Source: an optimization exercise on an open RTL-to-GDS flow (aim: small area, a short achievable clock period and few clock cycles per item). Production flows keep margins and buffers that such runs may drop. Only simulation tests tie the RTL to the original design; equivalence was not proved.

// prime_field_alu
module prime_field_alu (
    input  logic        i_clk,
    input  logic        i_rst_n,
    input  logic        i_in_valid,
    output logic        o_in_ready,
    input  logic [1:0]  i_in_opcode,
    input  logic [29:0] i_in_operand_a,
    input  logic [29:0] i_in_operand_b,
    output logic        o_out_valid,
    input  logic        i_out_ready,
    output logic [29:0] o_out_result
);
export LEC_CHECK = 0
export CAP_MARGIN = 20
export CORE_MARGIN = 2
export CORE_UTILIZATION = 55
export PLACE_DENSITY = 0.7
export SETUP_SLACK_MARGIN = 4
export SLEW_MARGIN = 20
export TNS_END_PERCENT = 20
create_clock -name core_clock -period 10.0 [get_ports {i_clk}]
run.sh (not shown) runs the stock make flow with config.mk's settings and CLKGATE_MAP_FILE= SYNTH_SCRIPT=/design/flow/synth_recipe.tcl, a recipe that flattens the netlist after the stock synthesis.
Testbench counts at the start, summed over its fixed seeds: cycles 16,142, items 3,200.
==> next run, changes <==
--- a/flow/design.v
+++ b/flow/design.v
@@ -238,14 +238,12 @@
     logic [31:0] w_y;
     logic [33:0] w_y1;
     logic [33:0] w_k;
     logic [33:0] w_s1;
     logic [33:0] w_s2;
     logic [4:0]  w_l5;
-    logic [3:0]  w_lrs;
-    logic [3:0]  w_lg;
     logic [4:0]  w_le;
     logic [3:0]  w_lr;
     logic [29:0] w_ha;
     logic [29:0] w_hb;
     logic [29:0] w_hc;
     logic [6:0]  w_q1;
@@ -274,22 +272,18 @@
     logic [29:0] w_z;
     logic        w_t_one;
     function automatic logic [29:0] reduce(input logic [29:0] v);
         logic        lo_zero;
         logic        ge;
         logic [22:0] dec;
-        logic [6:0]  hi119;
-        logic [6:0]  hi120;
         lo_zero = (v[22:0] == 23'd0);
         ge      = (v[29:23] > 7'd119) || (v[29:23] == 7'd119 && !lo_zero);
         for (int i = 0; i < 23; i++) begin
             dec[i] = v[i] ^ ((v[22:0] & ((23'd1 << i) - 23'd1)) == 23'd0);
         end
-        hi119   = v[29:23] - 7'd119;
-        hi120   = v[29:23] - 7'd120;
-        reduce  = ge ? {(lo_zero ? hi120 : hi119), dec} : v;
+        reduce  = ge ? {7'(v[29:23] - 7'd119 - 7'(lo_zero)), dec} : v;
     endfunction
     assign w_is_mul   = (r_op == pfa_pkg::OP_MUL);
     assign w_is_div   = (r_op == pfa_pkg::OP_DIV);
     assign w_in_mul   = (i_in_opcode == pfa_pkg::OP_MUL);
     assign w_in_div   = (i_in_opcode == pfa_pkg::OP_DIV);
     assign w_complete = r_busy && (!r_op[1] || (w_is_mul && r_cnt == 3'd7) ||
@@ -324,16 +318,14 @@
             3'd1:    w_mk = 4'b0001;
             3'd2:    w_mk = 4'b0011;
             3'd3:    w_mk = 4'b0111;
             default: w_mk = 4'b1111;
         endcase
     end
-    assign w_lrs  = r_1[3:0] + r_2[3:0];
-    assign w_lg   = r_mx ? (r_my ? w_lrs : r_1[3:0]) : r_2[3:0];
-    assign w_m    = 4'(-w_lg) & w_mk;
-    assign w_use2 = ((w_lg & w_mk) == 4'd1);
+    assign w_m    = 4'(-w_l5[3:0]) & w_mk;
+    assign w_use2 = ((w_l5[3:0] & w_mk) == 4'd1);
     assign w_lr   = r_gs ? w_m : (w_mf ? w_zq[3:0] : 4'd0);
     assign w_le   = {1'b0, w_l5[3:0]} + {1'b0, w_lr};
     localparam logic [63:0] M119_0 = 64'haaaaaaaaaaaaaaaa;
     localparam logic [63:0] M119_1 = 64'hccccccccccccaaaa;
     localparam logic [63:0] M119_2 = 64'hf0f0f0f0eeeeaaaa;
     localparam logic [63:0] M119_3 = 64'h55aa545444440000;
@@ -341,13 +333,13 @@
     localparam logic [63:0] M119_5 = 64'he1c2e0e0eeeeaaaa;
     localparam logic [63:0] M119_6 = 64'hfe02fefeeeeeaaaa;
     localparam logic [63:0] M119_7 = 64'h5556545444440000;
     localparam logic [63:0] M119_8 = 64'h3330323222220000;
     localparam logic [63:0] M119_9 = 64'h0f0e0e0e00000000;
     localparam logic [63:0] M119_10 = 64'h00fe000000000000;
-    assign w_mi   = {w_gk[1:0] - 2'd1, w_lg};
+    assign w_mi   = {w_gk[1:0] - 2'd1, w_l5[3:0]};
     assign w_m119 = {M119_10[w_mi], M119_9[w_mi], M119_8[w_mi], M119_7[w_mi],
                      M119_6[w_mi], M119_5[w_mi], M119_4[w_mi], M119_3[w_mi],
                      M119_2[w_mi], M119_1[w_mi], M119_0[w_mi]};
     assign w_ha  = {2'b0, w_x[31:4]};
     assign w_hb  = w_y1[33:4];
     assign w_hc  = r_gs ? {w_m119, 19'b0} : (w_mf ? {2'b0, w_zq[31:4]} : 30'd0);
Result: The new run completed without violations. Synthesized cell count grows by a few percent. Wire length shrinks slightly. Via count grows slightly. Global-route usage shrinks by 0.61 points. Clock-buffer cell count shrinks by 1. Cell count grows slightly. Setup slack gets better by 0.42 ns.
Testbench counts after the change, summed over its fixed seeds: cycles 16,142, items 3,200.

## separate check: timing with driven ports
No port has a modelled driver above. Below, the same layouts with a new extraction and two added sets of constraints.
Step 1: set_driving_cell puts a clkbuf_16 on i_clk and a buf_2 on each other input, an assumption about the parent block.
Step 2 adds t to the input delays and takes it off the output delays; t is the mean of the earliest and latest rising clock arrival at the registers after step 1. Input paths then give back, and output paths get back, about the clock's delay inside the block.
Three values: ideal, step 1, step 2; two values: the first two.
run	t (ns)	setup WS [ns]	hold slack, ns	clock arrival spread, ns	worst data-port slew with drivers (ns)
the first run	0.571	3.371 / 3.371 / 3.179	0.467 / 0.467 / 0.467	0.015 / 0.015	0.06
the second run	0.562	3.790 / 3.790 / 3.378	0.468 / 0.468 / 0.468	0.017 / 0.016	0.06
After both steps every run listed still meets setup and hold. For the second run, which loses most, drivers alone change the setup slack by 0.000 ns; drivers and shift together by -0.412 ns.
